From an optimization exercise on the open Yosys and OpenROAD flow, aimed at small area, a short achievable clock period and few clock cycles per item; shortcuts taken in it are not production practice. Only simulation tests tie the RTL to the original design; equivalence was not proved.

==> flow/design.v, too long to show whole: its modules and the start of the top module <==
// module add_sk: 31 lines
// module div_iter: 19 lines
// module mul_tree: 1608 lines
// module mult_div_unit: 197 lines
module mult_div_unit #(
  parameter int MUL_LAT = md_pkg::MUL_LAT_DEF
) (
  input  logic        clk,
  input  logic        rst_n,
  input  logic        start,
  input  logic        hilo,
  input  logic        we,
  input  logic [1:0]  op,
  input  logic        madd,
  input  logic [31:0] src_a,
  input  logic [31:0] src_b,
  output logic        busy,
  output logic [31:0] hi,
  output logic [31:0] lo,
  output logic [31:0] rd_data
);
  // ...
==> flow/flow/run.sh <==
#!/bin/bash
# The standard layout, with the ports buffered by buf_2 cells instead of the delay
# buffers buffer_ports picks by default.  Everything else is the standard flow.
set -e
export BUFFER_PORTS_ARGS="-buffer_cell sky130_fd_sc_hd__buf_2"
bash standard.sh > standard.log 2>&1
==> flow/standard.sh <==
#!/bin/bash
# synth_recipe.tcl (not shown) runs the flow's synth.tcl, then flattens the netlist and writes it again
# the make line also repeats each setting of config.mk as NAME=value (left out here)
make -C /OpenROAD-flow-scripts/flow DESIGN_CONFIG=/design/flow/config.mk WORK_HOME=/design/flow/orfs CLKGATE_MAP_FILE= SYNTH_SCRIPT=/design/flow/synth_recipe.tcl "${@:-finish}"
==> flow/config.mk <==
export PLATFORM = sky130hd
export DESIGN_NAME = mult_div_unit
export DESIGN_NICKNAME = mult_div_unit
export VERILOG_FILES = /design/flow/design.v
export SDC_FILE = /design/flow/constraint.sdc
export NUM_CORES = 4
export LEC_CHECK = 0
export CAP_MARGIN = 20
export CORE_MARGIN = 2
export CORE_UTILIZATION = 40
export SETUP_SLACK_MARGIN = 3.5
export SLEW_MARGIN = 20
==> flow/constraint.sdc <==
create_clock -name core_clock -period 13.0 [get_ports {clk}]
set_input_delay 2.6000 -clock core_clock [delete_from_list [all_inputs] [get_ports {clk}]]
set_output_delay 2.6000 -clock core_clock [all_outputs]
set_load 0.01 [all_outputs]
==> metrics.cfg, run 1 <==
[job]
cap_violations = 0

[grt]
use_met2 = 0.564
grt_util_met1 = 0.523

[worst_setup_path]
critPathLaunch = src_b[2]
crit_end = hi_q[12]
reg2reg_from = lo_q[31]

[finish]
clkbuf_count = 19
clock_area_frac = 0.0155
num_antenna_cells = 11
seq_cells = 145
multi_input_gates = 3427
multi_input_area_um2 = 28000
multi_input_area_share = 0.744
final_cell_mix = 374 x nand2_1, 373 x inv_1, 286 x a22oi_1, 270 x xnor2_1, 247 x fa_1

[synth]
synthMostInstantiatedCell = inv_1
synth-seq-cells = 145
ys_seq_area_frac = 0.109
async_flop_share = 0.455
synth_top_cells_by_count = 377 x inv_1, 374 x nand2_1, 298 x clkbuf_1
synth_edf_count = 43
avgSynthCellArea_um2 = 7.81

[floorplanning]
die_x_um = 293

[clocking]
cts-root-buf = clkbuf_16
numCtsBuffers = 17
cts_setup_buffers = 36

[drt]
drc = 0
drt-met1-wl_um = 67600
wirelength_um = 171000
vias = 36000
postRouteAntennaNets = 0

[run_status]
status = finished clean

[sta]
rsz0062_at_grt = true

Testbench counts, summed over its fixed seeds: cycles 4,322, ops 1,920.
==> run 2, diff against run 1 <==
--- a/flow/config.mk
+++ b/flow/config.mk
@@ -8,5 +8,5 @@
 export CAP_MARGIN = 20
 export CORE_MARGIN = 2
 export CORE_UTILIZATION = 40
-export SETUP_SLACK_MARGIN = 3.5
+export SETUP_SLACK_MARGIN = 4.0
 export SLEW_MARGIN = 20
==> metrics.cfg, run 2 <==
[synth]
syn-num-nets = 4801  ; unchanged
synth_top_cells_by_count = 377 x inv_1, 374 x nand2_1, 298 x clkbuf_1  ; unchanged
synth_top_cell_by_area = fa_1  ; unchanged
avgSynthCellArea_um2 = 7.81  ; unchanged
ys.warnings.count = 4  ; unchanged
ys_seq_area_frac = 0.109  ; unchanged
async_flop_share = 0.455  ; unchanged
synth_area_leaders = fa_1 15%, ha_1 7.3%, xnor2_1 7.2%  ; unchanged
synth-seq-cells = 145  ; unchanged
syn_area_um2 = 33500  ; unchanged
ys_types = 98  ; unchanged
postSynthCellCount = 4286  ; unchanged
synth_edf_count = 43  ; unchanged
synthMostInstantiatedCell = inv_1  ; unchanged
synth_top_flop_cell = dfrtp_1  ; unchanged
synth_top_area_frac = 0.148  ; unchanged

[grt]
grt_start_max_net_pins = 67  ; was 71
grt_pass1_vias = 33800  ; was 33.9k
antenna_found_initial = 7  ; was 18
grt_pass1_wl_um = 237000  ; was 244000 um
track_usage = 0.375  ; was 0.388
overflow = 0  ; unchanged

[finish]
final_cell_mix = 364 x nand2_1, 360 x inv_1, 275 x a22oi_1, 264 x xnor2_1, 229 x fa_1  ; was 374 x nand2_1, 373 x inv_1, 286 x a22oi_1, 270 x xnor2_1, 247 x fa_1
fillers = 8203  ; was 8364
fin_cells = 5469  ; was 5431
syn_to_final_growth_pct = 16.8  ; was 12.3%
top_register = u_q  ; unchanged
drive_above_1_share = 0.183  ; was 0.143
num-nets-final = 4884  ; was 4842
final_common_cell = nand2_1  ; unchanged
largest_reg_flops = 36  ; unchanged

[drt]
vias = 36400  ; was 36.0k
dr.pass1.iters = 13  ; was 7
drc = 0  ; unchanged
postRouteAntennaNets = 0  ; unchanged
drt_iter0_drc = 5232  ; was 5264
wirelength_um = 168000  ; was 171000 um
drt-wirelength-per-cell_um = 30.7  ; was 31.5 um
vias_per_cell = 6.66  ; was 6.62

[worst_setup_path]
cp-end-kind = register  ; unchanged
required_ns = 13.31  ; about the same
slowest_delay_ns = 0.82  ; about the same
cp-start-kind = register  ; was primary input
cp.arrival_ns = 9.31  ; was 9.71 ns
crit_top_cell = mux2_2
worstSetupPathType = reg -> reg  ; was in -> reg
cp_slowest_cell = a221oi_1  ; unchanged
path_max_fanout = 13  ; was 19
r2r_setup_slack_ns = 4.00  ; was 3.69 ns

[clocking]
clock_latency_ns = 0.47  ; about the same
ctsHoldBuffers = 0  ; unchanged
cts_tree = done  ; unchanged
cts_sinks = 145  ; unchanged
cts-root-buf = clkbuf_16  ; unchanged
cts_max_path_buffers = 2  ; unchanged
clk_pin_slew_ns = 0.07  ; was 0.08 ns
cts-htree-levels = 4  ; unchanged
numCtsBuffers = 17  ; unchanged

[placement]
dp_hpwl_um = 124000  ; was 130000 um
place_congestion = 1.12  ; was 1.08
portBuffers = 168  ; unchanged
dpl.cell_count = 5308  ; was 5311

[floorplanning]
die_x_um = 293  ; unchanged
start_util = 0.402  ; unchanged
fp.dieArea_um2 = 86000  ; unchanged
ioPinCount = 169  ; unchanged
rows = 106  ; unchanged
die_height_um = 293  ; unchanged
core_um2 = 83300  ; unchanged

[job]
cap_violations = 0  ; unchanged

[sta]
max_freq_mhz = 111  ; was 106 MHz
setup_viol = 0  ; unchanged
fin_tns_setup_ns = 0  ; unchanged
finClkSkew_ns = 0.0207  ; was 0.0240 ns
hold_ws_ns = 0.570  ; was 0.583 ns
rsz0062_at_grt = true  ; unchanged
relSlewSlack = 0.170  ; was 0.275
tightest_slew_ns = 1.23  ; was 1.08 ns
min_period_ns = 9.00  ; was 9.41 ns
post-route-period-util = 0.693  ; was 0.724
drv_slew = 0  ; unchanged
finalHoldViolations = 0  ; unchanged

[run_status]
status = finished clean  ; unchanged

[hold_path]
hp-class = reg -> reg  ; unchanged

-- run 2: cell counts after synthesis --
Identical to the previous run, type by type.
-- run 2: worst paths after layout --
path | depth (start not counted) | start | end
worst max-delay path | 34 | lo_q[31] | hi_q[16]
worst min-delay path | 1 | hi_q[2] | hi_q[2]
worst max register to register | 34 | lo_q[31] | hi_q[16]
worst min register to register | 1 | hi_q[2] | hi_q[2]
max in group asynchronous | 2 | rst_n | hi_q[13]
min in group asynchronous | 2 | rst_n | lo_q[1]
-- run 2: layer usage --
metal | share of wire | track usage | vias up
li1 | - | - | 15400
met1 | 0.37 | 0.470 | 17600
met2 | 0.41 | 0.541 | 2736
met3 | 0.13 | 0.124 | 685
met4 | 0.085 | 0.258 | 6
met5 | 0.00058 | 0.00681 | -
-- run 2: critical path: cells and delay by family (launching register included) --
kind            cells  cell delay [ns]
flops               1             0.36
simple gates        8             1.78
compound gates     11             3.11
buf+inv             6             0.96
mux                 4             1.29
xor+xnor            1             0.14
fa+ha+maj           4             1.14
-- run 2: kinds of logic (layout without fill, tap and decap cells) --
kind of cell	Yosys count	in the layout	share of synthesized area
flops	145	145	0.109
simple gates	1023	1023	0.145
other cells	0	7	0
fa+ha+maj	443	443	0.221
xor+xnor	503	503	0.132
compound gates	1310	1311	0.264
buf+inv	719	814	0.0818
mux	143	143	0.0469
-- run 2: cell type report --
class	count	area, um^2	share of cell area
Sequential cell	145	3660	0.0937
Clock inverter	15	180	0.00461
Timing Repair Buffer	395	3170	0.0810
Multi-Input combinational cell	3423	28800	0.737
Clock buffer	17	425	0.0109
Inverter	386	1480	0.0378
Timing Repair inverter	1	5.00	0.000128
Antenna cell	7	17.5	0.000448
Tap cell	1080	1350	0.0346
-- run 2: timing repair --
item	in CTS	in global routing
setup endpoints to repair	97	96
resized for setup	162	232
cloned	5	6
buffers inserted	51	59
pin swaps	27	90
-- run 2: stage by stage --
step	cell area (um^2)	utilization	setup WS (ns)
2_1_floorplan	33700	-	4.01
3_3_place_gp	35400	0.425	1.67
3_5_place_dp	35400	0.425	2.08
4_1_cts	37300	0.448	3.93
5_1_grt	39100	0.469	3.86
6_report	39100	0.469	4.00

port drivers added, routing unchanged:
In the flow no input, the clock included, has a driving cell. The finished layouts below were timed again as built, in two steps.
Step 1 assumes that a clkbuf_16 drives the clock port and a buf_2 every other input.
Step 2 also shifts input and output timing later by t, the mid clock arrival at the registers, as if the neighbouring blocks saw the same clock.
a / b / c = ideal / step 1 / step 2; a / b = the first two.
run	t, ns	setup WS [ns]	slew at the worst register clock pin (ns)	worst data-port slew with drivers (ns)
run 1	0.514	3.592 / 3.618 / 3.104	0.08 / 0.08	0.04
run 2	0.522	3.997 / 3.997 / 3.529	0.09 / 0.09	0.06
After both steps setup and hold are still met in every run listed. The setup slack of run 1, which loses most, moves by +0.026 ns with the drivers and by -0.488 ns with both steps.
